From an optimization exercise on the open Yosys and OpenROAD flow, aimed at small area; shortcuts taken in it are not production practice. At most, simulation tests tie the RTL to the original design; equivalence was not proved. The RTL of run 3 was laid out without a check of its function. Power is estimated from default activity; no workload was simulated. The clock port is modelled as an ideal driver; clocking choices that lean on that would not hold on a real chip.

**flow/standard.sh**
```bash
#!/bin/bash
# synth_recipe.tcl (not shown) runs the flow's synth.tcl, then flattens the netlist and writes it again
# the make line also repeats each setting of config.mk as NAME=value (left out here)
make -C /OpenROAD-flow-scripts/flow DESIGN_CONFIG=/design/flow/config.mk WORK_HOME=/design/flow/orfs CLKGATE_MAP_FILE= SYNTH_SCRIPT=/design/flow/synth_recipe.tcl "${@:-finish}"
```
**flow/config.mk**
```make
export PLATFORM = sky130hd
export DESIGN_NAME = glyph_rain_engine
export DESIGN_NICKNAME = glyph_rain_engine
export VERILOG_FILES = /design/flow/design.v
export SDC_FILE = /design/flow/constraint.sdc
export NUM_CORES = 8
export LEC_CHECK = 0
export ABC_AREA = 1
export CAP_MARGIN = 10
export CORE_MARGIN = 2
export CORE_UTILIZATION = 65
export GPL_TIMING_DRIVEN = 0
export PLACE_DENSITY = 0.7
export SLEW_MARGIN = 10
```
**flow/design.v**
```verilog
package glyph_rain_pkg;
    localparam int HEAD_W  = 7;
    localparam int STEP_W  = 2;
    localparam int SPEED_W = 2;
    localparam int TRAIL_W = 4;
    localparam int SEED_W  = 6;
    localparam logic [15:0] LFSR_SEED = 16'hACE1;
    localparam logic [15:0] LFSR_TAPS = 16'hB400;
    localparam logic [SPEED_W-1:0] RESET_SPEED = 2'd1;
    localparam logic [TRAIL_W-1:0] RESET_TRAIL = 4'd4;
    localparam logic [TRAIL_W-1:0] MIN_TRAIL   = 4'd4;
    localparam logic ST_IDLE = 1'b0;
    localparam logic ST_WALK = 1'b1;
endpackage
import glyph_rain_pkg::*;
module glyph_rain_column_state
#(
    parameter int NUM_COLS = 80,
    parameter int W        = 19
) (
    input  logic         clk,
    input  logic [6:0]   rd_slot,     
    output logic [W-1:0] rd_data,
    output logic [W-1:0] head_data,   
    input  logic [W-1:0] tail_data    
);
    logic [W-1:0] ring [NUM_COLS];
    always_ff @(posedge clk) begin
        for (int i = 0; i < NUM_COLS - 1; i++)
            ring[i] <= ring[i + 1];
        ring[NUM_COLS - 1] <= tail_data;
    end
    assign head_data = ring[0];
    localparam int NG = (NUM_COLS + 2) / 3;
    logic [NUM_COLS-1:0] sel;
    logic [W-1:0]        grp [NG];
    always_comb begin
        for (int i = 0; i < NUM_COLS; i++)
            sel[i] = (rd_slot == 7'(i));
        for (int g = 0; g < NG; g++) begin
            grp[g] = '0;
            for (int k = 0; k < 3; k++)
                if (3 * g + k < NUM_COLS)
                    grp[g] = grp[g] | (ring[3 * g + k] & {W{sel[3 * g + k]}});
        end
    end
    logic [W-1:0] lvl [6][NG];
    always_comb begin
        int n;
        for (int g = 0; g < NG; g++) lvl[0][g] = grp[g];
        n = NG;
        for (int l = 1; l < 6; l++) begin
            for (int g = 0; g < NG; g++) begin
                if (2 * g + 1 < n)      lvl[l][g] = lvl[l-1][2*g] | lvl[l-1][2*g+1];
                else if (2 * g < n)     lvl[l][g] = lvl[l-1][2*g];
                else                    lvl[l][g] = '0;
            end
            n = (n + 1) / 2;
        end
    end
    assign rd_data = lvl[5][0];
endmodule
import glyph_rain_pkg::*;
module glyph_rain_engine
#(
    parameter int NUM_COLS   = 80,
    parameter int NUM_ROWS   = 40,
    parameter int GLYPH_H    = 12,
    parameter int NUM_GLYPHS = 51
) (
    input  logic        clk,
    input  logic        reset,
    input  logic        frame_tick,
    input  logic        pause,
    input  logic [1:0]  palette_sel,
    input  logic        display_on,
    input  logic [10:0] hpos,
    input  logic [9:0]  vpos,
    output logic [5:0]  glyph_index,
    output logic [2:0]  glyph_x,
    output logic [3:0]  glyph_y,
    input  logic        glyph_pixel,
    output logic [5:0]  rgb,
    output logic        busy,
    output logic        overrun
);
    function automatic logic [5:0] palette_lookup(input logic [1:0] sel, input logic [2:0] idx);
        logic [5:0] c;
        case ({sel, idx})
            5'd0:  c = 6'h04; 5'd1:  c = 6'h04; 5'd2:  c = 6'h08; 5'd3:  c = 6'h08;
            5'd4:  c = 6'h0C; 5'd5:  c = 6'h0C; 5'd6:  c = 6'h1D; 5'd7:  c = 6'h2E;
            5'd8:  c = 6'h10; 5'd9:  c = 6'h10; 5'd10: c = 6'h20; 5'd11: c = 6'h24;
            5'd12: c = 6'h30; 5'd13: c = 6'h34; 5'd14: c = 6'h38; 5'd15: c = 6'h3C;
            5'd16: c = 6'h01; 5'd17: c = 6'h01; 5'd18: c = 6'h02; 5'd19: c = 6'h05;
            5'd20: c = 6'h06; 5'd21: c = 6'h0A; 5'd22: c = 6'h0F; 5'd23: c = 6'h1F;
            5'd24: c = 6'h15; 5'd25: c = 6'h15; 5'd26: c = 6'h15; 5'd27: c = 6'h2A;
            5'd28: c = 6'h2A; 5'd29: c = 6'h2A; 5'd30: c = 6'h2A; default: c = 6'h2A;
        endcase
        palette_lookup = c;
    endfunction
    function automatic logic [15:0] lfsr_next(input logic [15:0] cur);
        lfsr_next = {1'b0, cur[15:1]} ^ (cur[0] ? LFSR_TAPS : 16'h0000);
    endfunction
    localparam int W = 18;
    function automatic logic hc_ext(input logic [5:0] hc);
        hc_ext = (hc >= 6'd51);
    endfunction
    function automatic logic [5:0] dec_head(input logic [5:0] hc, input logic [1:0] sc_hi);
        dec_head = hc_ext(hc) ? {~hc[3:0], sc_hi} : hc;
    endfunction
    function automatic logic [3:0] dec_ss(input logic [5:0] hc, input logic [2:0] sc);
        if (hc_ext(hc))
            dec_ss = sc[0] ? 4'b1111 : 4'b1110;
        else if (sc[2])
            dec_ss = {sc[1:0], 2'b00};
        else begin
            case (sc[1:0])
                2'd0:    dec_ss = 4'b0101;
                2'd1:    dec_ss = 4'b1001;
                2'd2:    dec_ss = 4'b1010;
                default: dec_ss = 4'b1101;
            endcase
        end
    endfunction
    function automatic logic [8:0] enc_hs(input logic [5:0] head, input logic [1:0] spd, input logic [1:0] rem);
        if (rem == 2'd0)
            enc_hs = {head, 1'b1, spd};
        else if (spd == 2'd3 && rem != 2'd1)
            enc_hs = {2'b11, ~head[5:2], head[1:0], rem[0]};
        else begin
            case ({spd, rem})
                4'b0101: enc_hs = {head, 3'd0};
                4'b1001: enc_hs = {head, 3'd1};
                4'b1010: enc_hs = {head, 3'd2};
                default: enc_hs = {head, 3'd3};
            endcase
        end
    endfunction
    function automatic logic [W-1:0] col_update(input logic [W-1:0] cur, input logic [4:0] rnd);
        logic [5:0] h;
        logic [2:0] tr;
        logic [5:0] sd;
        logic [1:0] spd, rem;
        h  = dec_head(cur[17:12], cur[11:10]);
        {spd, rem} = dec_ss(cur[17:12], cur[11:9]);
        tr = cur[8:6];
        sd = cur[5:0];
        if (rem == 2'd0) begin
            sd = (sd == 6'd50) ? 6'd0 : sd + 6'd1;
            if (h == 6'd43 + {3'b000, tr}) begin
                h   = 6'd0;
                spd = rnd[1:0];
                tr  = rnd[4:2];
            end else begin
                h   = h + 6'd1;
            end
            rem = spd;
        end else begin
            rem = rem - 2'd1;
        end
        col_update = {enc_hs(h, spd, rem), tr, sd};
    endfunction
    logic [6:0]  kn;         
    logic [6:0]  ph;         
    logic        pw;         
    logic        owe;        
    logic        fresh;      
    logic [15:0] lfsr;       
    logic        go;
    logic        ph_end;
    assign go     = frame_tick && !pause;
    assign ph_end = (ph == 7'(NUM_COLS - 1));
    always_ff @(posedge clk or posedge reset) begin
        if (reset) begin
            busy    <= 1'b0;
            kn      <= '0;
            overrun <= 1'b0;
            ph      <= '0;
            pw      <= 1'b0;
            owe     <= 1'b0;
            fresh   <= 1'b1;
            lfsr    <= LFSR_SEED;
        end else begin
            if (busy) begin
                if (go) overrun <= 1'b1;
                if (kn == 7'(NUM_COLS - 1)) begin
                    busy <= 1'b0;
                    kn   <= '0;
                end else begin
                    kn <= kn + 7'd1;
                end
            end else if (go) begin
                busy <= 1'b1;
            end
            ph <= ph_end ? 7'd0 : ph + 7'd1;
            if (ph_end) begin
                pw  <= owe || (!busy && go);
                owe <= 1'b0;
                if (pw) fresh <= 1'b0;
            end else if (!busy && go) begin
                owe <= 1'b1;
            end
            if (pw) lfsr <= lfsr_next(lfsr);
        end
    end
    logic [7:0]   s1_col;
    logic [6:0]   cp;           
    logic [6:0]   slot;
    logic [7:0]   slot_d;
    logic [W-1:0] rd_data;
    logic [W-1:0] ring_head;
    logic [W-1:0] ring_tail;
    logic [W-1:0] phys_cur;
    assign s1_col = hpos[10:3];
    assign cp     = (s1_col < 8'(NUM_COLS)) ? s1_col[6:0] : 7'd0;
    assign slot_d = {1'b0, cp} - {1'b0, ph};
    assign slot   = slot_d[7] ? slot_d[6:0] + 7'(NUM_COLS) : slot_d[6:0];
    glyph_rain_column_state #(
        .NUM_COLS (NUM_COLS),
        .W        (W)
    ) u_cols (
        .clk       (clk),
        .rd_slot   (slot),
        .rd_data   (rd_data),
        .head_data (ring_head),
        .tail_data (ring_tail)
    );
    function automatic logic [W-1:0] col_reset(input logic [6:0] c);
        logic [6:0] h;
        h = (c >= 7'(NUM_ROWS)) ? c - 7'(NUM_ROWS) : c;
        col_reset = {h[5:0], 3'd0, 3'd0, 6'd0};
    endfunction
    assign phys_cur  = fresh ? col_reset(ph) : ring_head;
    assign ring_tail = pw ? col_update(phys_cur, lfsr[4:0]) : ring_head;
    logic [7:0]  q;
    logic [6:0]  row;
    logic [1:0]  r3;
    logic        cp_lt_ph, cp_lt_kn, pend, cfresh;
    logic [5:0]  ch;
    logic [2:0]  ctr;
    logic [5:0]  csd;
    logic        cz;
    logic [6:0]  pdist;
    logic [6:0]  pdm1;
    logic        vis;
    always_comb begin
        logic [1:0] r;
        logic [2:0] t;
        q = vpos[9:2];
        r = 2'd0;
        row = '0;
        for (int i = 7; i >= 0; i--) begin
            t = {r, q[i]};
            if (t >= 3'd3) begin
                r = 2'(t - 3'd3);
                if (i < 7) row[i] = 1'b1;
            end else begin
                r = t[1:0];
            end
        end
        r3 = r;
    end
    assign cp_lt_ph = cp < ph;
    assign cp_lt_kn = cp < kn;
    assign cfresh   = fresh && !(pw && cp_lt_ph);
    assign pend     = (pw && !cp_lt_ph && (owe || !busy || cp_lt_kn)) ||
                      (owe && (!busy || cp_lt_kn));
    logic inc, resp;
    always_comb begin
        logic [W-1:0] base;
        base = cfresh ? col_reset(cp) : rd_data;
        ch   = dec_head(base[17:12], base[11:10]);
        ctr  = base[8:6];
        csd  = base[5:0];
        cz   = !hc_ext(base[17:12]) && base[11];
    end
    assign inc  = pend && cz;
    assign resp = inc && (ch == 6'd43 + {3'b000, ctr});
    function automatic logic [7:0] rotl(input logic [7:0] x, input int k);
        rotl = (x << k) | (x >> (8 - k));
    endfunction
    function automatic logic [15:0] csa(input logic [7:0] a, input logic [7:0] b, input logic [7:0] c);
        logic [7:0] s, k;
        s = a ^ b ^ c;
        k = (a & b) | (a & c) | (b & c);
        csa = {rotl(k, 1), s};
    endfunction
    logic [5:0] gidx;
    always_comb begin
        logic [7:0] r8, ncol, u0, u1, t0, t1;
        logic [8:0] sum;
        logic [5:0] c;
        logic [6:0] y;
        r8   = {1'b0, row};
        ncol = ~s1_col;
        {u1, u0} = csa(rotl(s1_col, 3), ncol, rotl(r8, 6));
        {t1, t0} = csa(u0, u1, {2'b00, csd});
        sum = {1'b0, t0} + {1'b0, t1} + {8'd0, inc};
        case ({sum[7:6], sum[8]})
            3'b000: c = 6'd0;  3'b001: c = 6'd1;
            3'b010: c = 6'd13; 3'b011: c = 6'd14;
            3'b100: c = 6'd26; 3'b101: c = 6'd27;
            3'b110: c = 6'd39; default: c = 6'd40;
        endcase
        y = {1'b0, sum[5:0]} + {1'b0, c};
        if (y >= 7'd102)     gidx = 6'(y - 7'd102);
        else if (y >= 7'd51) gidx = 6'(y - 7'd51);
        else                 gidx = y[5:0];
    end
    logic [6:0] rowm1, rowi;
    assign rowm1 = row - 7'd1;
    assign rowi  = inc ? rowm1 : row;
    assign pdist = {1'b0, ch} - rowi;
    assign pdm1  = pdist - 7'd1;
    assign vis     = display_on && (s1_col < 8'(NUM_COLS)) && (vpos < 10'(NUM_ROWS * GLYPH_H));
    logic [1:0] s2_cls;
    logic [2:0] s2_idx;
    always_ff @(posedge clk or posedge reset) begin
        if (reset) begin
            glyph_index <= '0;
            glyph_x     <= '0;
            glyph_y     <= '0;
            s2_cls      <= '0;
        end else begin
            glyph_index <= gidx;
            glyph_x     <= hpos[2:0];
            glyph_y     <= {r3, vpos[1:0]};
            if (!vis)
                s2_cls <= 2'd0;
            else if (resp)
                s2_cls <= (row == 7'd0) ? 2'd1 : 2'd0;
            else if (pdist == 7'd0)
                s2_cls <= 2'd1;
            else if (pdist <= 7'd4 + {4'b0000, ctr})
                s2_cls <= 2'd2;
            else
                s2_cls <= 2'd0;
        end
    end
    always_ff @(posedge clk) begin
        s2_idx <= 3'd7 - ((pdm1 > 7'd7) ? 3'd7 : pdm1[2:0]);
    end
    always_ff @(posedge clk or posedge reset) begin
        if (reset)
            rgb <= '0;
        else if (!glyph_pixel)
            rgb <= '0;
        else if (s2_cls == 2'd1)
            rgb <= 6'h3F;
        else if (s2_cls == 2'd2)
            rgb <= palette_lookup(palette_sel, s2_idx);
        else
            rgb <= '0;
    end
endmodule
```
**flow/flow/run.sh**
```bash
#!/bin/bash
# Layout flow: the standard flow (standard.sh, all ORFS steps) with:
#  - a copy of ORFS's scripts folder in which only abc_area.script is
#    replaced by flow/abc_area.script, an area-oriented ABC mapping script
#    (synthesis is otherwise the standard one: same Yosys passes, same
#    register mapping and names; only the combinational mapping differs);
#  - port buffers of the smallest buffer cell;
#  - clock tree synthesis without dummy loads.
set -euo pipefail
here=$(pwd)
rm -rf "$here/orfs_scripts"
cp -r "$FLOW_HOME/scripts" "$here/orfs_scripts"
cp "$here/flow/abc_area.script" "$here/orfs_scripts/abc_area.script"
bash "$here/standard.sh" \
  "SCRIPTS_DIR=$here/orfs_scripts" \
  ABC_AREA=1 \
  "BUFFER_PORTS_ARGS=-buffer_cell sky130_fd_sc_hd__buf_1" \
  "CTS_ARGS=-sink_clustering_enable -repair_clock_nets -dont_use_dummy_load -sink_clustering_size 28 -sink_clustering_max_diameter 100 -buf_list sky130_fd_sc_hd__clkbuf_16" \
  finish > "$here/standard_make.log" 2>&1
```
**flow/flow/abc_area.script**
```
&get -n
&st
&dch
&nf -R 1000 -F 8 -A 4 -C 32
&put
```
**flow/constraint.sdc**
```tcl
create_clock -name core_clock -period 15.0 [get_ports {clk}]
set_input_delay 3.0000 -clock core_clock [delete_from_list [all_inputs] [get_ports {clk}]]
set_output_delay 3.0000 -clock core_clock [all_outputs]
set_load 0.01 [all_outputs]
```
==> flow_summary.toml, run 1 <==
[floorplan]
die_y_um = 255
row_count = 91
core_mm2 = 0.0619
die_w_um = 255
dieArea_mm2 = 0.0649
initial_core_util_pct = 65.9
ios = 50

[critical_path]
critPathArrivalTime_ns = 14.71
cp.required_ns = 15.48
crit_top_cell = "clkinv_1"
path_max_fanout = 16
crit_slowest_cell = "nor4_2"
worstSetupEndpointType = "register"
cp_slowest_stage_delay_ns = 0.71
cp-start-kind = "primary input"
crit_type = "primary input to register"

[final_layout]
drive_above_1_share_pct = 5.74
fin_nets = 3184
utilization_pct = 71.5
fin_area_mm2 = 0.0443
area_growth_pct = 8.48
stdcell_count = 3902

[clock_network]
htree_levels = 2
cts_num_sinks = 1499
clk_path_buf_depth = 3
clock_latency_ns = 0.68
clk_pin_slew_worst_paths_ns = 0.10
cts_tree = "yes"
ctsHoldBuffers = 0
numCtsBuffers = 59
cts_root_buf = "clkbuf_16"

[synth]
avgSynthCellArea_um2 = 14.0
synth_cell_types = 49
synthArstFlopShare_pct = 3.74
ys_seq_elements = 1499
synth_ff_type = "dfxtp_1"
syn-cell-area_mm2 = 0.0408
yosysMostFrequentCell = "dfxtp_1"
syn_nets = 3033
synth_commonest_cells = "1,443 x dfxtp_1, 442 x a222oi_1, 153 x nor2_1"
syn_inst = 2915
yosys_warnings = 5
yosysTopAreaCell = "dfxtp_1"
ys_seq_area_share_pct = 74.2
synth_edf_count = 0
synth_top_cell_area_share_pct = 70.7
yosys-top-cells-area = "dfxtp_1 71%, a222oi_1 11%, dfrtp_1 2.9%, ha_1 2.2%, nand4_1 1.8%"

[grt]
grt_max_degree = 53
grt_pass1_wl_um = 141000
grt_pass1_vias = 24200
antenna_found_initial = 4
grtUsageTotal_pct = 28.3
grt_overflow_total = 0

[flow_run]
max-cap-violations = 0

[drt]
wirelength_um = 92900
top_layer_used = "met5"
drt_iter0_drc = 3696
via_count = 25000
dr.pass1.iters = 10
met2_length_um = 41800
avgRoutedWirePerCell_um = 23.8
met3_length_um = 6330
viasPerCell = 6.40
wl_met1_um = 41500
postRouteAntennaNets = 0
drc = 0

[placement]
dp_worst_setup_slack_ns = -0.387
dp.cells = 3838
io_buffers = 49
hpwl_um = 65600
placed_area_mm2 = 0.0427
routabilityCongestion = 0.884

[sta]
fin_crit_ns = 14.24
setup_viol = 0
maxSlewHeadroom_pct = 21.5
fin_crit_sh_pct = 94.9
finalHoldViolations = 0
skew_ns = 0.0884
drv_slew = 0
final.setup.worst_slack_ns = 0.764
fmax_ghz = 0.0702
worstMarginPinSlew_ns = 1.17

[power]
power.density_mw_per_mm2 = 178
finalPower_mw = 7.88
power_leakage_nw = 16.6
irDropWorstVdd_mv = 0.438

[min_path]
hold_class = "register to register"

[outcome]
outcome = "no timing/DRC/antenna violations"
[power by group]
part	internal (mW)	leakage, nW	switching, mW
combinational	0.820	3.57	1.20
sequential	4.04	12.3	0.0214
clock	0.704	0.727	1.09
total	5.57	16.6	2.31
[flip-flops by register name (all words and copies together), names as in the netlist, 4 cells and up]
signal	flops
rgb	6
kn	7
glyph_index	6
lfsr	16
glyph_y	4
ph	7
u_cols.ring	1440
[area by class of cell]
cell class | count | area, um2
sequential | 1499 | 30300
fill | 4234 | 17600
multi-input combinational | 1327 | 10400
clock buffer | 59 | 1480
tap | 837 | 1050
timing repair buffer | 90 | 726
inverter | 89 | 335
antenna | 1 | 2.50
[worst paths after layout]
path | startpoint | slack [ns] | end | cells past startpoint
setup / recovery | hpos[7] | 0.76 | glyph_index[3] | 42
hold / removal | u_cols.ring[76][6] | 0.28 | u_cols.ring[75][6] | 0
setup reg to reg | ph[2] | 3.59 | glyph_index[3] | 40
hold reg to reg | u_cols.ring[76][6] | 0.28 | u_cols.ring[75][6] | 0
max in group asynchronous | reset | 12.13 | fresh | 3
min in group asynchronous | reset | 2.33 | glyph_x[2] | 2
[cell families (layout without fill, tap and decap cells)]
| group | Yosys count | count (layout) | synth area share, % |
|---|---|---|---|
| flip-flops | 1499 | 1499 | 74.2 |
| XOR/XNOR | 68 | 68 | 1.46 |
| buffers and inverters | 89 | 238 | 0.818 |
| adder cells (fa/ha/maj) | 90 | 90 | 3.08 |
| AND/OR/NAND/NOR | 497 | 497 | 5.93 |
| AO/OA/AOI/OAI | 651 | 651 | 14.0 |
| other | 0 | 1 | 0 |
| multiplexers | 21 | 21 | 0.567 |
[stage by stage]
step / setup TNS, ns / hold WS, ns
2_1_floorplan: 0 / 0.310
3_3_place_gp: -0.366 / 0.311
3_5_place_dp: -1.50 / 0.312
4_1_cts: 0 / 0.279
5_1_grt: -0.0922 / 0.274
6_report: 0 / 0.275
[cells in the final DEF (no fill, tap or decap), types with 5 or more instances in the layout]
cell type  Yosys  final
a21o_1        14     14
a222oi_1     442    442
mux2_1        17     17
o22ai_1       15     15
dfstp_2        9      9
nor4_1        13      7
buf_8          0     19
ha_1          71     71
nor4_2         0      6
o41ai_1        9      6
or4_1          9      9
o21ai_0       48     48
nand4_1      118    118
nor2_1       153    100
nand2b_1       9      9
dfrtp_1       47     46
buf_1          0     49
clkinv_1      89     88
o21a_1         5      5
xnor2_1       39     39
buf_6          0     15
clkbuf_16      0     59
a22oi_1       17     17
nand3_1       43     41
nor3_1        23     22
xor2_1        29     29
a31oi_1        9      9
nor2_2         0     53
fa_1          18     18
nand2_1       98     98
nor2b_1       17     17
dfxtp_1     1443   1443
a21oi_1       68     68
[layer usage]
metal | vias up | global-route usage, %
met3 | 125 | 4.77
met5 | - | 0.902
met4 | 2 | 9.41
met1 | 12400 | 39.6
met2 | 872 | 44.9
li1 | 11600 | -
[worst max-delay path: cells and delay by family]
family / cells / cell delay (ns)
xor gates and xnor gates: 5 / 1.61
and+or+nand+nor: 12 / 3.38
adders and majority gates: 8 / 2.87
buffers and inverters: 7 / 1.15
AOI/OAI and AO/OA: 10 / 2.68
[what timing repair did]
action                     CTS  global route
gates resized for setup      0             6
setup endpoints to repair    0             6
buffers inserted             0             4
==> inputs of run 2 (changes only) <==
--- a/flow/config.mk
+++ b/flow/config.mk
@@ -8,7 +8,6 @@
 export ABC_AREA = 1
-export CAP_MARGIN = 10
+export CAP_MARGIN = 0
 export CORE_MARGIN = 2
 export CORE_UTILIZATION = 65
-export GPL_TIMING_DRIVEN = 0
 export PLACE_DENSITY = 0.7
-export SLEW_MARGIN = 10
+export SLEW_MARGIN = 0
==> flow_summary.toml, run 2 <==
[sta]
drv_slew = 0
skew_ns = 0.0853
finalSetupTns_ns = 0
rsz0062_at_grt = "false"
setup_viol = 0
fin_crit_ns = 14.22
worstMarginPinSlew_ns = 1.35
fmax_ghz = 0.0703
maxSlewHeadroom_pct = 9.65
finalHoldViolations = 0
fin_crit_sh_pct = 94.8

[clock_network]
ctsHoldBuffers = 0
cts_tree = "yes"
cts_resized = 0
numCtsBuffers = 59
clock_latency_ns = 0.68
postCtsSetupBuffers = 0
clk_pin_slew_worst_paths_ns = 0.10
htree_levels = 2
cts_root_buf = "clkbuf_16"
cts_num_sinks = 1499
clk_path_buf_depth = 3

[power]
seqPwrFrac_pct = 51.4
clockPowerShare_pct = 22.8
p_int_mw = 5.57
switching_share_pct = 29.6
combPwrFrac_pct = 25.8
p_sw_mw = 2.34
power.density_mw_per_mm2 = 180
power_leakage_nw = 16.6
irDropWorstVdd_mv = 0.406

[outcome]
outcome = "no timing/DRC/antenna violations"

[critical_path]
path_max_fanout = 17
cp_slowest_stage_delay_ns = 0.71
cp_top_family = "simple AND/OR/NAND/NOR gates"
cp-start-kind = "primary input"
r2r_start = "ph[2]"
crit_top_cell = "clkinv_1"
critPathArrivalTime_ns = 14.69
cp.required_ns = 15.48
crit_slowest_cell = "nor4_1"
crit_buf_inv = 6
worstSetupEndpointType = "register"
crit_start = "hpos[7]"
crit_type = "primary input to register"

[final_layout]
multi_input_area_mm2 = 0.0102
layout_common_cells = "1,443 x dfxtp_1, 442 x a222oi_1, 141 x nor2_1, 118 x nand4_1, 98 x nand2_1"
drive_above_1_share_pct = 4.48
n_fill_cell = 4294
fin_area_mm2 = 0.0440
largest_reg_flops = 1440
fin_nets = 3199
register_area_mm2 = 0.0303
largest_registers = "u_cols.ring (1440), lfsr (16)"
regMostFlops = "u_cols.ring"
utilization_pct = 71.0
area_growth_pct = 7.74
final_common_cell = "dfxtp_1"

[drt]
drc = 0
dr.pass1.iters = 12
avgRoutedWirePerCell_um = 24.2
postRouteAntennaNets = 0
via_count = 25400
viasPerCell = 6.49
wirelength_um = 94700
drt_iter0_drc = 3967

[floorplan]
core_mm2 = 0.0619
row_count = 91
ios = 50
initial_core_util_pct = 65.9
die_w_um = 255
die_y_um = 255
dieArea_mm2 = 0.0649

[placement]
hpwl_um = 67300
io_buffers = 49
placed_area_mm2 = 0.0425
routabilityCongestion = 0.922

[synth]
ys_seq_area_share_pct = 74.2
synth_top_cell_area_share_pct = 70.7
yosysMostFrequentCell = "dfxtp_1"
synth_compound_area_share_pct = 14.0
synthAdderAreaFrac_pct = 3.08
synth_ff_type = "dfxtp_1"
synthSimpleGateAreaFrac_pct = 5.93
yosysTopAreaCell = "dfxtp_1"
synth_mux_area_share_pct = 0.567
ys_seq_elements = 1499
syn-cell-area_mm2 = 0.0408
yosys_warnings = 5
synth_commonest_cells = "1,443 x dfxtp_1, 442 x a222oi_1, 153 x nor2_1"
synth_edf_count = 0
synth_cell_types = 49
syn_inst = 2915
synth_top_family_by_area = "compound AO/OA/AOI/OAI gates"
synth_xor_area_share_pct = 1.46
avgSynthCellArea_um2 = 14.0
synthArstFlopShare_pct = 3.74
yosys-top-cells-area = "dfxtp_1 71%, a222oi_1 11%, dfrtp_1 2.9%, ha_1 2.2%, nand4_1 1.8%"
syn_nets = 3033

[min_path]
hold_start = "u_cols.ring[75][5]"
hold_class = "register to register"

[flow_run]
max-cap-violations = 0

[grt]
grt_overflow_total = 0
grt_pass1_wl_um = 145000
grt_max_degree = 58
grt_pass1_vias = 24500
grtUsageTotal_pct = 29.1
antenna_found_initial = 2
-- run 2: cell counts after synthesis --
Identical to the previous run, type by type.
-- run 2: power groups by stage --
stage                     logic (mW)  clock network (mW)  registers, mW
final                           2.04                1.80           4.06
after global placement          1.91                   0           4.15
after global routing            2.29                1.96           4.07
after floorplan                 1.58                   0           4.16
after detailed placement        2.02                   0           4.15
after CTS                       2.02                1.83           4.06
-- run 2: cells by family after synthesis --
logic type,count (synthesis)
buffers and inverters,89
adders and majority gates,90
muxes,21
and+or+nand+nor,497
DFF,1499
AOI/OAI and AO/OA,651
xor gates and xnor gates,68
-- run 2: layout make-up --
type,instances,share of cell area (%)
multi-input combinational,1327,23.3
timing repair buffer,105,1.37
sequential,1499,68.9
inverter,89,0.759
clock buffer,59,3.36
antenna,1,0.00569
tap,837,2.38
-- run 2: per-layer routing --
metal | track usage, % | share of wire [%] | up-vias
met5 | 0 | 0 | -
met4 | 7.95 | 2.6 | 0
met3 | 4.08 | 6.7 | 132
met2 | 45.3 | 45 | 928
met1 | 42.8 | 46 | 12700
li1 | - | - | 11700
-- run 2: worst paths after layout --
kind	end	slack [ns]	cells past startpoint
hold / removal	u_cols.ring[74][5]	0.29	0
setup reg to reg	glyph_index[4]	3.57	39
hold reg to reg	u_cols.ring[74][5]	0.29	0
max in group asynchronous	pw	11.97	3
min in group asynchronous	kn[2]	2.55	3
setup / recovery	glyph_index[4]	0.78	42
-- run 2: worst reg2reg max path: cells and delay by family (launching register included) --
kind,cells,cell delay [ns]
simple gates,11,3.27
compound gates,11,3.00
fa+ha+maj,7,2.52
xor+xnor,4,1.18
buf+inv,6,0.89
flops,1,0.47
-- run 2: through the flow --
stage / hold WS (ns) / total power, mW / instances / worst slack [ns]
2_1_floorplan: 0.310 / 5.74 / 2915 / 2.44
3_3_place_gp: 0.311 / 6.07 / 3856 / 0.552
3_5_place_dp: 0.312 / 6.17 / 3857 / 0.351
4_1_cts: 0.292 / 7.92 / 3916 / 0.964
5_1_grt: 0.299 / 8.32 / 3916 / 0.0747
6_report: 0.293 / 7.90 / 3917 / 0.783
==> inputs of run 3 (changes only) <==
--- a/flow/design.v
+++ b/flow/design.v
@@ -243,3 +243,2 @@
     logic [6:0]  pdist;
-    logic [6:0]  pdm1;
     logic        vis;
@@ -309,7 +308,3 @@
     end
-    logic [6:0] rowm1, rowi;
-    assign rowm1 = row - 7'd1;
-    assign rowi  = inc ? rowm1 : row;
-    assign pdist = {1'b0, ch} - rowi;
-    assign pdm1  = pdist - 7'd1;
+    assign pdist = {1'b0, ch} - row + {6'd0, inc};
     assign vis     = display_on && (s1_col < 8'(NUM_COLS)) && (vpos < 10'(NUM_ROWS * GLYPH_H));
@@ -340,3 +335,3 @@
     always_ff @(posedge clk) begin
-        s2_idx <= 3'd7 - ((pdm1 > 7'd7) ? 3'd7 : pdm1[2:0]);
+        s2_idx <= (pdist[6:3] != 4'd0) ? 3'd0 : 3'd0 - pdist[2:0];
     end
==> flow_summary.toml, run 3 <==
[clock_network]
cts_tree = "yes"
ctsHoldBuffers = 0
clock_latency_ns = 0.65
cts_root_buf = "clkbuf_16"
cts_num_sinks = 1499
clk_pin_slew_worst_paths_ns = 0.10
htree_levels = 2
numCtsBuffers = 60
cts_resized = 0
clk_path_buf_depth = 3
postCtsSetupBuffers = 0

[floorplan]
ios = 50
row_count = 91
dieArea_mm2 = 0.0648
die_w_um = 255
initial_core_util_pct = 66.0
die_y_um = 255
core_mm2 = 0.0618

[drt]
via_count = 25500
drt_iter0_drc = 4193
dr.pass1.iters = 10
viasPerCell = 6.50
postRouteAntennaNets = 0
avgRoutedWirePerCell_um = 24.6
wirelength_um = 96600
drc = 0

[grt]
grt_pass1_wl_um = 148000
grtUsageTotal_pct = 29.6
grt_max_degree = 57
grt_pass1_vias = 24800
grt_overflow_total = 0
antenna_found_initial = 2

[final_layout]
antenna_cells_inserted = 0
regMostFlops = "u_cols.ring"
drive_above_1_share_pct = 5.51
layout_common_cells = "1,443 x dfxtp_1, 442 x a222oi_1, 136 x nor2_1, 113 x nand4_1, 94 x clkinv_1"
largest_registers = "u_cols.ring (1440), lfsr (16)"
fin_nets = 3213
area_growth_pct = 8.34
final_common_cell = "dfxtp_1"
largest_reg_flops = 1440

[power]
switching_share_pct = 30.0
power_leakage_nw = 16.9
seqPwrFrac_pct = 49.8
combPwrFrac_pct = 27.9
p_sw_mw = 2.45
p_int_mw = 5.71
clockPowerShare_pct = 22.3
power.density_mw_per_mm2 = 185
irDropWorstVdd_mv = 0.506

[sta]
fin_crit_ns = 13.54
fin_crit_sh_pct = 90.3
finalHoldViolations = 0
fmax_ghz = 0.0738
whs_ns = 0.324
rsz0062_at_grt = "false"
setup_viol = 0
worstMarginPinSlew_ns = 1.16
drv_slew = 0
finalSetupTns_ns = 0
maxSlewHeadroom_pct = 22.3
skew_ns = 0.0523

[synth]
yosys-top-cells-area = "dfxtp_1 71%, a222oi_1 11%, dfrtp_1 2.9%, ha_1 2.3%, nand4_1 1.7%"
yosys_warnings = 5
yosysMostFrequentCell = "dfxtp_1"
yosysTopAreaCell = "dfxtp_1"
synthArstFlopShare_pct = 3.74
syn_nets = 3019
synth_cell_types = 51
synth_edf_count = 0
synth_top_cell_area_share_pct = 70.8
ys_seq_area_share_pct = 74.3
syn-cell-area_mm2 = 0.0408
synth_commonest_cells = "1,443 x dfxtp_1, 442 x a222oi_1, 151 x nor2_1"
synth_ff_type = "dfxtp_1"
avgSynthCellArea_um2 = 14.1
ys_seq_elements = 1499
syn_inst = 2896

[critical_path]
critPathArrivalTime_ns = 14.02
crit_type = "primary input to register"
crit_slowest_cell = "fa_1"
regToRegEndpoint = "glyph_index[4]"
reg2reg_depth = 46
path_max_fanout = 6
cp_slowest_stage_delay_ns = 0.45
cp.required_ns = 15.48
crit_top_cell = "ha_1"
cp-start-kind = "primary input"
worstSetupEndpointType = "register"
reg2reg_slack_ns = 4.27
r2r_start = "ph[2]"

[min_path]
hold_class = "register to register"
hold_start = "u_cols.ring[78][1]"
min_to = "u_cols.ring[77][1]"
hold_depth = 0

[placement]
routabilityCongestion = 0.900
io_buffers = 49
hpwl_um = 66600

[flow_run]
max-cap-violations = 0

[outcome]
outcome = "no timing/DRC/antenna violations"
==> run 3: cell count changes in the layout (fill, tap and decap cells not counted), moves of 4 or more <==
| cell | delta |
|---|---|
| nand2_1 | -20 |
| clkinv_1 | +6 |
| xnor2_1 | -8 |
| a221o_1 | +4 |
| a21o_1 | -4 |
| buf_4 | +27 |
| nand4_1 | -5 |
| nor2_1 | -5 |
| ha_1 | +5 |
==> run 3: kinds of logic (layout without fill, tap and decap cells) <==
logic type | after synthesis | count (layout) | synth area share, %
XOR/XNOR | 62 | 62 | 1.33
adder cells (fa/ha/maj) | 95 | 95 | 3.24
buffers and inverters | 95 | 287 | 0.874
flip-flops | 1499 | 1499 | 74.3
AO/OA/AOI/OAI | 650 | 650 | 14.0
AND/OR/NAND/NOR | 473 | 473 | 5.68
multiplexers | 22 | 22 | 0.586
==> run 3: power by group through the flow <==
| stage | Sequential, mW | Combinational, mW | Clock, mW |
|---|---|---|---|
| after floorplan | 4.16 | 1.76 | 0 |
| after global placement | 4.16 | 2.23 | 0 |
| after detailed placement | 4.16 | 2.27 | 0 |
| after CTS | 4.07 | 2.29 | 1.85 |
| after global routing | 4.07 | 2.61 | 1.98 |
| final | 4.07 | 2.28 | 1.82 |
==> run 3: layout make-up <==
class	count	area [um2]
Clock buffer	60	1500
Fill cell	4286	17600
Inverter	95	357
Multi-Input combinational cell	1302	10200
Sequential cell	1499	30300
Tap cell	837	1050
Timing Repair Buffer	132	807
==> run 3: worst max-delay path by stage <==
| stage | startpoint | to | depth (start not counted) |
|---|---|---|---|
| after floorplan | vpos[8] | glyph_index[4] | 50 |
| after global placement | vpos[8] | glyph_index[4] | 52 |
| after detailed placement | vpos[8] | glyph_index[4] | 52 |
| after CTS | vpos[8] | glyph_index[4] | 52 |
| after global routing | vpos[8] | glyph_index[4] | 53 |
| final | vpos[8] | glyph_index[4] | 52 |
==> run 3: through the flow <==
stage	area [um2]	total power, mW	util (%)	setup slack [ns]	std cells
final	44200	8.16	71.5	1.46	3925
after detailed placement	42700	6.43	69.0	0.967	3865
after global routing	44200	8.67	71.5	0.439	3925
after CTS	44200	8.20	71.5	1.56	3925
after floorplan	40800	5.92	-	2.18	2896
after global placement	42700	6.39	69.0	1.32	3865
==> run 3: routing by layer <==
metal	wire length, um	vias up	global-route usage, %
li1	-	11600	-
met1	43200	12700	43.3
met2	43100	1039	45.7
met3	7020	133	3.99
met4	3150	2	10.0
met5	13	-	0
==> run 3: worst max-delay path: cells and delay by family <==
kind                       cells  cell delay [ns]
AOI/OAI and AO/OA             17             4.24
xor gates and xnor gates       7             1.32
adders and majority gates     14             3.61
buffers and inverters          7             0.75
and+or+nand+nor                7             1.09
==> inputs of run 4 (changes only) <==
--- a/flow/design.v
+++ b/flow/design.v
@@ -138,3 +138,3 @@
     endfunction
-    function automatic logic [W-1:0] col_update(input logic [W-1:0] cur, input logic [4:0] rnd);
+    function automatic logic [W-1:0] col_update(input logic [W-1:0] cur, input logic [4:0] rnd, input logic en);
         logic [5:0] h;
@@ -147,3 +147,4 @@
         sd = cur[5:0];
-        if (rem == 2'd0) begin
+        if (!en) begin
+        end else if (rem == 2'd0) begin
             sd = (sd == 6'd50) ? 6'd0 : sd + 6'd1;
@@ -160,3 +161,3 @@
         end
-        col_update = {enc_hs(h, spd, rem), tr, sd};
+        col_update = {en ? enc_hs(h, spd, rem) : cur[17:9], tr, sd};
     endfunction
@@ -233,3 +234,3 @@
     assign phys_cur  = fresh ? col_reset(ph) : ring_head;
-    assign ring_tail = pw ? col_update(phys_cur, lfsr[4:0]) : ring_head;
+    assign ring_tail = col_update(phys_cur, lfsr[4:0], pw);
     logic [7:0]  q;
==> flow_summary.toml, run 4 <==
[sta]
fin_crit_ns = 13.66
maxSlewHeadroom_pct = 16.8
fin_crit_sh_pct = 91.1
worstMarginPinSlew_ns = 1.23
rsz0062_at_grt = "false"
finalHoldViolations = 0
fmax_ghz = 0.0732
drv_slew = 0
skew_ns = 0.0826
setup_viol = 0
finalSetupTns_ns = 0

[synth]
synth_commonest_cells = "1,443 x dfxtp_1, 442 x a222oi_1, 150 x nor2_1"
synth_top_family_by_area = "compound AO/OA/AOI/OAI gates"
synthAdderAreaFrac_pct = 3.22
synth_mux_area_share_pct = 0.605
yosys-top-cells-area = "dfxtp_1 71%, a222oi_1 11%, dfrtp_1 2.9%, ha_1 2.3%, nand4_1 1.7%"
synth_top_cell_area_share_pct = 70.9
avgSynthCellArea_um2 = 14.1
synthSimpleGateAreaFrac_pct = 5.84
syn_nets = 3010
synth_ff_type = "dfxtp_1"
synth_compound_area_share_pct = 14.0
syn-cell-area_mm2 = 0.0407
synth_edf_count = 0
synthArstFlopShare_pct = 3.74
syn_inst = 2887
yosys_warnings = 5
synth_cell_types = 49
yosysTopAreaCell = "dfxtp_1"
ys_seq_area_share_pct = 74.4
synth_xor_area_share_pct = 1.20
ys_seq_elements = 1499
yosysMostFrequentCell = "dfxtp_1"

[final_layout]
final_common_cell = "dfxtp_1"
largest_registers = "u_cols.ring (1440), lfsr (16)"
layout_common_cells = "1,443 x dfxtp_1, 442 x a222oi_1, 150 x nor2_1, 108 x nand4_1, 88 x nand2_1"
area_growth_pct = 8.03
largest_reg_flops = 1440
multi_input_area_mm2 = 0.0101
stdcell_count = 3905
fin_nets = 3193
drive_above_1_share_pct = 4.63
n_fill_cell = 4249
antenna_cells_inserted = 0
register_area_mm2 = 0.0303
regMostFlops = "u_cols.ring"

[outcome]
outcome = "no timing/DRC/antenna violations"

[grt]
grt_overflow_total = 0
grt_max_degree = 48
grt_pass1_wl_um = 142000
grtUsageTotal_pct = 28.4
grt_pass1_vias = 24300
antenna_found_initial = 0

[clock_network]
cts_root_buf = "clkbuf_16"
htree_levels = 2
cts_num_sinks = 1499
numCtsBuffers = 60
cts_tree = "yes"
ctsHoldBuffers = 0
clk_pin_slew_worst_paths_ns = 0.10
cts_resized = 0
postCtsSetupBuffers = 0
clk_path_buf_depth = 3
clock_latency_ns = 0.67

[floorplan]
core_mm2 = 0.0618
row_count = 91
die_y_um = 254
die_w_um = 254
dieArea_mm2 = 0.0647
initial_core_util_pct = 65.9
ios = 50

[placement]
hpwl_um = 65100
dp.cells = 3845
routabilityCongestion = 0.898
io_buffers = 49

[critical_path]
cp-start-kind = "primary input"
crit_type = "primary input to register"
worstSetupEndpointType = "register"
cp.required_ns = 15.49
crit_top_cell = "nand2_1"
cp_slowest_stage_delay_ns = 0.64
crit_slowest_cell = "a221oi_1"
path_max_fanout = 16
critPathArrivalTime_ns = 14.15

[drt]
wirelength_um = 93000
viasPerCell = 6.43
via_count = 25100
avgRoutedWirePerCell_um = 23.8
drt_iter0_drc = 4134
dr.pass1.iters = 10
drc = 0
postRouteAntennaNets = 0

[flow_run]
max-cap-violations = 0

[power]
power.density_mw_per_mm2 = 170
irDropWorstVdd_mv = 0.244
finalPower_mw = 7.47
power_leakage_nw = 16.7

[min_path]
hold_class = "register to register"
run 4: cell types whose count changed after synthesis, moves of 4 or more:
cell	previous run	this run
a221oi_1	1	5
clkinv_1	95	80
nand2_1	78	88
nand2b_1	8	14
nand4_1	113	108
o211ai_1	5	9
o21a_1	6	10
o22ai_1	14	9
xor2_1	31	24
run 4: power breakdown:
group	internal (mW)	switching (mW)
Clock	0.716	1.10
Combinational	0.612	0.989
Sequential	4.03	0.0204
run 4: cell families after synthesis:
family / after synthesis
xor gates and xnor gates: 56
AOI/OAI and AO/OA: 648
and+or+nand+nor: 487
buffers and inverters: 80
adders and majority gates: 94
muxes: 23
DFF: 1499
run 4: worst paths after layout:
kind / start / end / slack (ns) / cells after the start
worst max-delay path: hpos[7] / glyph_index[4] / 1.34 / 49
worst min-delay path: u_cols.ring[3][9] / u_cols.ring[2][9] / 0.30 / 0
worst max register to register: ph[2] / glyph_index[4] / 3.85 / 43
worst min register to register: u_cols.ring[3][9] / u_cols.ring[2][9] / 0.30 / 0
max in group asynchronous: reset / lfsr[11] / 11.77 / 3
min in group asynchronous: reset / glyph_x[2] / 2.39 / 2
run 4: critical path, delay by kind of cell:
kind                     cells  cell delay [ns]
AND/OR/NAND/NOR             18             3.11
AO/OA/AOI/OAI               10             3.06
adder cells (fa/ha/maj)      8             2.50
buffers and inverters        9             1.34
XOR/XNOR                     4             1.10
run 4: area by class of cell:
type	instances	area share, %
multi-input combinational	1308	23.0
inverter	80	0.682
clock buffer	60	3.41
sequential	1499	68.8
timing repair buffer	121	1.65
tap	837	2.38
run 4: through the flow:
step                      setup slack, ns  utilization [%]  hold WS (ns)  area, um2
after global placement               1.36             68.8         0.311      42500
final                                1.34             71.2         0.303      44000
after CTS                            1.55             71.2         0.302      44000
after detailed placement            0.915             68.8         0.312      42500
after floorplan                      2.88                -         0.310      40700
after global routing                0.429             71.2         0.305      44000
run 4: routing by layer:
metal	share of wire [%]	track usage, %
met1	46	41.7
met5	0	0
met3	6.9	3.56
met4	2.4	7.39
met2	45	44.9
==> inputs of run 5 (changes only) <==
--- a/flow/flow/run.sh
+++ b/flow/flow/run.sh
@@ -17,3 +17,3 @@
   "BUFFER_PORTS_ARGS=-buffer_cell sky130_fd_sc_hd__buf_1" \
-  "CTS_ARGS=-sink_clustering_enable -repair_clock_nets -dont_use_dummy_load -sink_clustering_size 28 -sink_clustering_max_diameter 100 -buf_list sky130_fd_sc_hd__clkbuf_16" \
+  "CTS_ARGS=-sink_clustering_enable -repair_clock_nets -dont_use_dummy_load -sink_clustering_size 31 -sink_clustering_max_diameter 100 -buf_list sky130_fd_sc_hd__clkbuf_16" \
   finish > "$here/standard_make.log" 2>&1
==> flow/flow/abc_area.script (replaced) <==
&get -n
&st
&dch
&nf -R 1000 -F 8 -A 4 -C 32
&put
buffer -c
topo
stime -c
upsize -c
dnsize -c
==> flow_summary.toml, run 5 <==
[outcome]
outcome = "no timing/DRC/antenna violations"

[final_layout]
drive_above_1_share_pct = 6.40
stdcell_count = 3893
largest_reg_flops = 1440
register_area_mm2 = 0.0303
final_common_cell = "dfxtp_1"
multi_input_area_mm2 = 0.0105
area_growth_pct = 6.09
utilization_pct = 69.8
n_fill_cell = 4368
antenna_cells_inserted = 0
regMostFlops = "u_cols.ring"
largest_registers = "u_cols.ring (1440), lfsr (16)"
fin_area_mm2 = 0.0441
layout_common_cells = "1,443 x dfxtp_1, 442 x a222oi_1, 118 x nor2_1, 108 x nand4_1, 84 x nand2_1"
fin_nets = 3172

[synth]
yosysMostFrequentCell = "dfxtp_1"
synth_top_family_by_area = "compound AO/OA/AOI/OAI gates"
ys_seq_area_share_pct = 72.9
synthAdderAreaFrac_pct = 3.16
synth_top_cell_area_share_pct = 69.5
ys_seq_elements = 1499
synth_compound_area_share_pct = 14.0
avgSynthCellArea_um2 = 13.9
synth_edf_count = 0
yosys-top-cells-area = "dfxtp_1 70%, a222oi_1 11%, dfrtp_1 2.8%, ha_1 2.3%, nand4_1 1.6%"
yosys_warnings = 5
synth_commonest_cells = "1,443 x dfxtp_1, 442 x a222oi_1, 118 x nor2_1"
synthSimpleGateAreaFrac_pct = 6.15
synth_cell_types = 73
synthArstFlopShare_pct = 3.74
yosysTopAreaCell = "dfxtp_1"
synth_ff_type = "dfxtp_1"
syn_nets = 3115
syn_inst = 2992
synth_mux_area_share_pct = 0.602
synth_xor_area_share_pct = 1.26
syn-cell-area_mm2 = 0.0416

[sta]
drv_slew = 0
skew_ns = 0.0620
fin_crit_ns = 13.14
worstMarginPinSlew_ns = 1.13
fmax_ghz = 0.0761
setup_viol = 0
fin_crit_sh_pct = 87.6
finalHoldViolations = 0
finalSetupTns_ns = 0
rsz0062_at_grt = "false"
whs_ns = 0.318
maxSlewHeadroom_pct = 24.9

[clock_network]
numCtsBuffers = 54
cts_root_buf = "clkbuf_16"
cts_num_sinks = 1499
ctsHoldBuffers = 0
clock_latency_ns = 0.66
postCtsSetupBuffers = 0
cts_tree = "yes"
cts_resized = 0
htree_levels = 2
clk_pin_slew_worst_paths_ns = 0.11
clk_path_buf_depth = 3

[critical_path]
path_max_fanout = 17
cp-start-kind = "primary input"
cp_top_family = "adder cells"
reg2reg_depth = 40
crit_type = "primary input to register"
critPathArrivalTime_ns = 13.61
cp_slowest_stage_delay_ns = 0.66
r2r_start = "ph[0]"
worstSetupEndpointType = "register"
crit_buf_inv = 7
reg2reg_slack_ns = 4.72
regToRegEndpoint = "glyph_index[4]"
cp.required_ns = 15.47
crit_slowest_cell = "a221oi_1"

[floorplan]
core_mm2 = 0.0632
die_y_um = 257
dieArea_mm2 = 0.0660
ios = 50
initial_core_util_pct = 65.8
die_w_um = 257
row_count = 92

[placement]
routabilityCongestion = 0.939
io_buffers = 49
hpwl_um = 65500
placed_area_mm2 = 0.0427
dp.cells = 3839

[drt]
dr.pass1.iters = 10
postRouteAntennaNets = 0
avgRoutedWirePerCell_um = 23.8
drt_iter0_drc = 4214
via_count = 25100
wirelength_um = 92600
drc = 0
viasPerCell = 6.45

[grt]
grt_pass1_vias = 24600
grt_overflow_total = 0
antenna_found_initial = 3
grtUsageTotal_pct = 27.6
grt_max_degree = 57
grt_pass1_wl_um = 143000

[power]
power.density_mw_per_mm2 = 166
irDropWorstVdd_mv = 0.267
power_leakage_nw = 17.0

[min_path]
hold_class = "register to register"
hold_start = "u_cols.ring[76][4]"
min_to = "u_cols.ring[75][4]"
hold_depth = 0

[flow_run]
max-cap-violations = 0
[run 5: routing by layer]
layer	wire, um	vias up	track usage (%)
met5	0	-	0
li1	-	11500	-
met3	6240	120	3.31
met1	42300	12500	40.9
met2	41500	978	43.0
met4	2540	0	7.83
[run 5: worst register-to-register path: cells and delay by family, from the launching register on]
family | cells | cell delay, ns
AOI/OAI and AO/OA | 10 | 2.75
xor gates and xnor gates | 4 | 1.16
adders and majority gates | 9 | 2.97
buffers and inverters | 6 | 0.68
DFF | 1 | 0.49
and+or+nand+nor | 11 | 2.12
[run 5: stage by stage]
stage,setup WS [ns],power (mW)
after floorplan,3.25,5.32
after global placement,1.59,5.58
after detailed placement,1.29,5.67
after CTS,1.90,7.35
after global routing,1.05,7.71
final,1.86,7.33
[run 5: area by class of cell]
cell class	count	area share [%]
Inverter	80	0.681
Multi-Input combinational cell	1308	23.7
Timing Repair Buffer	106	1.39
Clock buffer	54	3.07
Tap cell	846	2.40
Sequential cell	1499	68.7
[run 5: worst max-delay path by stage]
stage / startpoint / end / slack (ns) / depth (start not counted)
6_report: hpos[7] / glyph_index[4] / 1.86 / 45
5_1_grt: hpos[7] / glyph_index[4] / 1.05 / 45
4_1_cts: hpos[7] / glyph_index[4] / 1.90 / 45
3_5_place_dp: hpos[7] / glyph_index[4] / 1.29 / 45
3_3_place_gp: hpos[7] / glyph_index[4] / 1.59 / 45
2_1_floorplan: vpos[8] / glyph_index[4] / 3.25 / 49
[run 5: cells by family after synthesis]
family	after synthesis
AOI/OAI and AO/OA	648
xor gates and xnor gates	56
adders and majority gates	94
buffers and inverters	185
DFF	1499
muxes	23
and+or+nand+nor	487
[run 5: power by group]
part	total, mW	internal, mW	leakage, nW	switching [mW]
combinational	1.55	0.612	4.00	0.941
clock	1.73	0.650	0.665	1.08
sequential	4.05	4.03	12.3	0.0207
==> inputs of run 6 (changes only) <==
==> flow/flow/abc_area.script (replaced) <==
&get -n
&st
&dch
&nf -R 1000 -F 8 -A 4 -C 32
&put
==> flow_summary.toml, run 6 <==
[outcome]
outcome = "no timing/DRC/antenna violations"

[final_layout]
register_area_mm2 = 0.0303
final_common_cell = "dfxtp_1"
drive_above_1_share_pct = 4.47
largest_registers = "u_cols.ring (1440), lfsr (16)"
multi_input_area_mm2 = 0.0101
fin_nets = 3188
area_growth_pct = 7.74
n_fill_cell = 4263
fin_area_mm2 = 0.0439
largest_reg_flops = 1440
layout_common_cells = "1,443 x dfxtp_1, 442 x a222oi_1, 150 x nor2_1, 108 x nand4_1, 88 x nand2_1"
regMostFlops = "u_cols.ring"
stdcell_count = 3902

[critical_path]
crit_top_cell = "nand2_1"
crit_slowest_cell = "a221oi_1"
reg2reg_slack_ns = 3.79
worstSetupEndpointType = "register"
cp-start-kind = "primary input"
cp_slowest_stage_delay_ns = 0.64
cp.required_ns = 15.47
path_max_fanout = 16
critPathArrivalTime_ns = 14.21
crit_type = "primary input to register"

[sta]
fin_crit_sh_pct = 91.6
worstMarginPinSlew_ns = 1.32
fin_crit_ns = 13.74
setup_viol = 0
skew_ns = 0.0641
drv_slew = 0
finalSetupTns_ns = 0
finalHoldViolations = 0
final.setup.worst_slack_ns = 1.26
fmax_ghz = 0.0728
maxSlewHeadroom_pct = 11.9
rsz0062_at_grt = "false"

[power]
seqPwrFrac_pct = 54.8
p_sw_mw = 2.09
p_int_mw = 5.30
power_leakage_nw = 16.7
irDropWorstVdd_mv = 0.249
power.density_mw_per_mm2 = 169
combPwrFrac_pct = 21.5
finalPower_mw = 7.40
clockPowerShare_pct = 23.7
switching_share_pct = 28.3

[synth]
yosysTopAreaCell = "dfxtp_1"
synthArstFlopShare_pct = 3.74
yosys_warnings = 5
ys_seq_elements = 1499
syn_inst = 2887
yosysMostFrequentCell = "dfxtp_1"
synth_edf_count = 0
syn-cell-area_mm2 = 0.0407
synth_top_cell_area_share_pct = 70.9
synth_cell_types = 49
yosys-top-cells-area = "dfxtp_1 71%, a222oi_1 11%, dfrtp_1 2.9%, ha_1 2.3%, nand4_1 1.7%"
synth_commonest_cells = "1,443 x dfxtp_1, 442 x a222oi_1, 150 x nor2_1"
synth_ff_type = "dfxtp_1"
syn_nets = 3010
avgSynthCellArea_um2 = 14.1
ys_seq_area_share_pct = 74.4

[clock_network]
clk_pin_slew_worst_paths_ns = 0.10
cts_tree = "yes"
clock_latency_ns = 0.66
clk_path_buf_depth = 3
postCtsSetupBuffers = 0
htree_levels = 2
cts_num_sinks = 1499
cts_resized = 0
cts_root_buf = "clkbuf_16"
ctsHoldBuffers = 0
numCtsBuffers = 55

[grt]
grt_use_met1_pct = 41.6
use_met3_pct = 3.52
grt_overflow_total = 0
grt_max_degree = 48
met2_usage_pct = 45.4
grt_pass1_wl_um = 143000
grtUsageTotal_pct = 28.6
antenna_found_initial = 0
top_usage_layer = "met2"
grt_pass1_vias = 24300

[placement]
hpwl_um = 65100
dp_worst_setup_slack_ns = 0.915
dp.cells = 3845
routabilityCongestion = 0.898
placed_area_mm2 = 0.0425
io_buffers = 49

[drt]
via_count = 25100
postRouteAntennaNets = 0
drc = 0
drt_iter0_drc = 4249
dr.pass1.iters = 10
wirelength_um = 93400
viasPerCell = 6.43
avgRoutedWirePerCell_um = 23.9

[floorplan]
die_w_um = 254
core_mm2 = 0.0618
ios = 50
initial_core_util_pct = 65.9
dieArea_mm2 = 0.0647
die_y_um = 254
row_count = 91

[flow_run]
max-cap-violations = 0

[min_path]
hold_class = "register to register"
run 6: cell types whose count changed after synthesis, sizes merged:
cell	change
clkinv	+80
inv	-80
clkbuf	-68
buf	-37
run 6: path summary, 6_finish.rpt:
check	startpoint	endpoint	depth (start not counted)
max in group asynchronous	reset	lfsr[11]	3
worst min register to register	u_cols.ring[39][5]	u_cols.ring[38][5]	0
worst max register to register	ph[2]	glyph_index[4]	43
worst max-delay path	hpos[7]	glyph_index[4]	46
min in group asynchronous	reset	glyph_index[0]	2
worst min-delay path	u_cols.ring[39][5]	u_cols.ring[38][5]	0
run 6: power by group through the flow:
stage | sequential [mW] | clock, mW | combinational, mW
floorplan | 4.14 | 0 | 1.17
global placement | 4.14 | 0 | 1.41
detailed placement | 4.14 | 0 | 1.55
CTS | 4.05 | 1.79 | 1.56
global route | 4.06 | 1.92 | 1.77
finish | 4.05 | 1.75 | 1.59
run 6: cells by family (layout without fill, tap and decap cells):
family	count (synthesis)	after routing	synth area share (%)
XOR/XNOR	56	56	1.20
AND/OR/NAND/NOR	487	487	5.84
flip-flops	1499	1499	74.4
buffers and inverters	80	256	0.737
multiplexers	23	23	0.605
other	0	2	0
AO/OA/AOI/OAI	648	648	14.0
adder cells (fa/ha/maj)	94	94	3.22
run 6: layout make-up:
class / count / share of cell area [%]
Clock buffer: 55 / 3.14
Antenna cell: 2 / 0.0114
Inverter: 80 / 0.684
Multi-Input combinational cell: 1308 / 23.1
Tap cell: 837 / 2.39
Timing Repair Buffer: 121 / 1.65
Sequential cell: 1499 / 69.0
run 6: through the flow:
| step | hold WS [ns] | utilization, % |
|---|---|---|
| after floorplan | 0.310 | - |
| after global placement | 0.311 | 68.8 |
| after detailed placement | 0.312 | 68.8 |
| after CTS | 0.285 | 71.0 |
| after global routing | 0.282 | 71.0 |
| final | 0.286 | 71.0 |
run 6: routing by layer:
layer,vias to the layer above,wire [um],share of wire (%)
li1,11600,-,-
met1,12500,42900,46
met2,905,42400,45
met3,105,5840,6.2
met4,0,2230,2.4
met5,-,0,0
run 6: worst max-delay path: cells and delay by family:
kind                       cells  cell delay (ns)
adders and majority gates      8             2.54
AOI/OAI and AO/OA             10             3.07
xor gates and xnor gates       4             1.11
and+or+nand+nor               17             3.48
buffers and inverters          7             0.97
==> inputs of run 7 (changes only) <==
--- a/flow/flow/run.sh
+++ b/flow/flow/run.sh
@@ -17,3 +17,3 @@
   "BUFFER_PORTS_ARGS=-buffer_cell sky130_fd_sc_hd__buf_1" \
-  "CTS_ARGS=-sink_clustering_enable -repair_clock_nets -dont_use_dummy_load -sink_clustering_size 31 -sink_clustering_max_diameter 100 -buf_list sky130_fd_sc_hd__clkbuf_16" \
+  "CTS_ARGS=-sink_clustering_enable -repair_clock_nets -dont_use_dummy_load -sink_clustering_size 34 -sink_clustering_max_diameter 60 -buf_list sky130_fd_sc_hd__clkbuf_16" \
   finish > "$here/standard_make.log" 2>&1
==> flow_summary.toml, run 7 <==
[clock_network]
postCtsSetupBuffers = 0
cts_tree = "yes"
ctsHoldBuffers = 0
numCtsBuffers = 58
cts_num_sinks = 1499
clk_path_buf_depth = 3
clk_pin_slew_worst_paths_ns = 0.10
cts_resized = 0
clock_latency_ns = 0.68
cts_root_buf = "clkbuf_16"
htree_levels = 2

[critical_path]
reg2reg_depth = 42
crit_slowest_cell = "nor4_1"
crit_top_cell = "nand2_1"
reg2reg_slack_ns = 3.80
worstSetupEndpointType = "register"
path_max_fanout = 17
critPathArrivalTime_ns = 14.22
regToRegEndpoint = "glyph_index[4]"
r2r_start = "ph[2]"
crit_type = "primary input to register"
cp-start-kind = "primary input"
cp.required_ns = 15.48
cp_slowest_stage_delay_ns = 0.64

[synth]
synth_top_cell_area_share_pct = 70.9
synth_edf_count = 0
ys_seq_area_share_pct = 74.4
syn-cell-area_mm2 = 0.0407
syn_inst = 2887
synth_commonest_cells = "1,443 x dfxtp_1, 442 x a222oi_1, 150 x nor2_1"
yosysMostFrequentCell = "dfxtp_1"
yosysTopAreaCell = "dfxtp_1"
ys_seq_elements = 1499
avgSynthCellArea_um2 = 14.1
yosys-top-cells-area = "dfxtp_1 71%, a222oi_1 11%, dfrtp_1 2.9%, ha_1 2.3%, nand4_1 1.7%"
synth_ff_type = "dfxtp_1"
synthArstFlopShare_pct = 3.74
yosys_warnings = 5
syn_nets = 3010
synth_cell_types = 49

[final_layout]
largest_reg_flops = 1440
n_fill_cell = 4247
fin_nets = 3191
antenna_cells_inserted = 0
regMostFlops = "u_cols.ring"
utilization_pct = 71.1
fin_area_mm2 = 0.0440
largest_registers = "u_cols.ring (1440), lfsr (16)"
layout_common_cells = "1,443 x dfxtp_1, 442 x a222oi_1, 150 x nor2_1, 108 x nand4_1, 88 x nand2_1"
drive_above_1_share_pct = 4.57
area_growth_pct = 7.91
final_common_cell = "dfxtp_1"

[sta]
drv_slew = 0
fmax_ghz = 0.0728
finalSetupTns_ns = 0
finalHoldViolations = 0
fin_crit_ns = 13.74
skew_ns = 0.110
final.setup.worst_slack_ns = 1.26
worstMarginPinSlew_ns = 1.29
setup_viol = 0
maxSlewHeadroom_pct = 13.5
fin_crit_sh_pct = 91.6
rsz0062_at_grt = "false"

[drt]
wirelength_um = 93400
viasPerCell = 6.43
drt_iter0_drc = 4393
avgRoutedWirePerCell_um = 23.9
postRouteAntennaNets = 0
via_count = 25100
drc = 0
dr.pass1.iters = 9

[power]
p_int_mw = 5.34
switching_share_pct = 28.3
p_sw_mw = 2.11
irDropWorstVdd_mv = 0.244
power_leakage_nw = 16.7
combPwrFrac_pct = 21.5
clockPowerShare_pct = 24.1
finalPower_mw = 7.45
power.density_mw_per_mm2 = 169
seqPwrFrac_pct = 54.4

[grt]
grtUsageTotal_pct = 28.5
grt_pass1_vias = 24300
grt_pass1_wl_um = 142000
antenna_found_initial = 1
grt_max_degree = 48
grt_overflow_total = 0

[floorplan]
row_count = 91
die_y_um = 254
core_mm2 = 0.0618
die_w_um = 254
initial_core_util_pct = 65.9
ios = 50
dieArea_mm2 = 0.0647

[outcome]
outcome = "no timing/DRC/antenna violations"

[flow_run]
max-cap-violations = 0

[min_path]
hold_start = "u_cols.ring[79][9]"
hold_class = "register to register"
min_to = "u_cols.ring[78][9]"
hold_depth = 0

[placement]
dp_worst_setup_slack_ns = 0.915
routabilityCongestion = 0.898
hpwl_um = 65100
io_buffers = 49
placed_area_mm2 = 0.0425
[run 7: through the flow]
stage	hold WS, ns	cells
floorplan	0.310	2887
global placement	0.311	3845
detailed placement	0.312	3845
CTS	0.217	3903
global route	0.208	3903
finish	0.217	3903
[run 7: worst max-delay path by stage]
stage | slack (ns) | cells past startpoint | to | from
3_5_place_dp | 0.92 | 49 | glyph_index[4] | hpos[9]
6_report | 1.26 | 48 | glyph_index[4] | hpos[7]
5_1_grt | 0.41 | 49 | glyph_index[4] | hpos[7]
2_1_floorplan | 2.88 | 49 | glyph_index[4] | vpos[8]
4_1_cts | 1.50 | 48 | glyph_index[4] | hpos[9]
3_3_place_gp | 1.36 | 43 | glyph_index[4] | hpos[7]
[run 7: worst max-delay path: cells and delay by family]
family	cells	cell delay, ns
XOR/XNOR	4	1.09
AND/OR/NAND/NOR	19	3.55
AO/OA/AOI/OAI	9	2.94
adder cells (fa/ha/maj)	8	2.51
buffers and inverters	8	1.09
[run 7: power groups by stage]
stage	clock, mW	sequential (mW)	combinational, mW
after global placement	0	4.14	1.41
after floorplan	0	4.14	1.17
after detailed placement	0	4.14	1.55
after CTS	1.82	4.05	1.55
final	1.79	4.05	1.60
after global routing	1.95	4.06	1.78
[run 7: area by class of cell]
type                       count  area [um2]  share of cell area, %
tap                          837        1050                   2.38
clock buffer                  58        1450                   3.30
inverter                      80         300                  0.683
multi-input combinational   1308       10100                   23.1
sequential                  1499       30300                   68.9
timing repair buffer         121         724                   1.65
[run 7: cells by family after synthesis]
family	Yosys count	synth area share [%]
DFF	1499	74.4
AOI/OAI and AO/OA	648	14.0
and+or+nand+nor	487	5.84
adders and majority gates	94	3.22
buffers and inverters	80	0.737
xor gates and xnor gates	56	1.20
muxes	23	0.605
[run 7: layer usage]
layer	share of wire (%)	GRT usage, %	vias up	wire [um]
li1	-	-	11600	-
met1	46	41.6	12500	42900
met2	45	45.3	903	42300
met3	6.3	3.36	122	5910
met4	2.4	7.61	0	2280
met5	0	0	-	0

static timing again, ports no longer ideal:
The results above use ideal ports. As a check the final layouts listed here were re-extracted and re-timed, cells and wires unchanged. Step 1 (the two cells are an assumption about what drives the block):
set clk [get_ports {clk}]
set_driving_cell -lib_cell sky130_fd_sc_hd__clkbuf_16 $clk
set_driving_cell -lib_cell sky130_fd_sc_hd__buf_2 [delete_from_list [all_inputs] $clk]
Step 2 adds t to the input delays and takes it off the output delays; t is the mean of the earliest and latest rising clock arrival at the registers after step 1. Input paths then give back, and output paths get back, about the clock's delay inside the block. a / b / c = no drivers / after step 1 / after step 2; a / b = the first two.
run | t, ns | setup WS [ns] | hold slack, ns | latest minus earliest clock arrival (ns)
run 1 | 0.703 | 0.764 / 0.802 / 0.099 | 0.275 / 0.275 / 0.275 | 0.090 / 0.090
run 2 | 0.707 | 0.783 / 0.823 / 0.117 | 0.293 / 0.293 / 0.293 | 0.085 / 0.085
run 3 | 0.692 | 1.457 / 1.489 / 0.797 | 0.324 / 0.324 / 0.324 | 0.052 / 0.052
run 4 | 0.695 | 1.335 / 1.375 / 0.680 | 0.303 / 0.303 / 0.303 | 0.088 / 0.088
run 5 | 0.693 | 1.862 / 1.908 / 1.215 | 0.318 / 0.318 / 0.318 | 0.067 / 0.066
run 6 | 0.692 | 1.263 / 1.308 / 0.616 | 0.286 / 0.286 / 0.286 | 0.070 / 0.070
run 7 | 0.685 | 1.257 / 1.296 / 0.611 | 0.217 / 0.217 / 0.217 | 0.113 / 0.113
After both steps setup and hold are still met in every run listed. For run 2, which loses most, drivers alone change the setup slack by +0.040 ns; drivers and shift together by -0.666 ns.
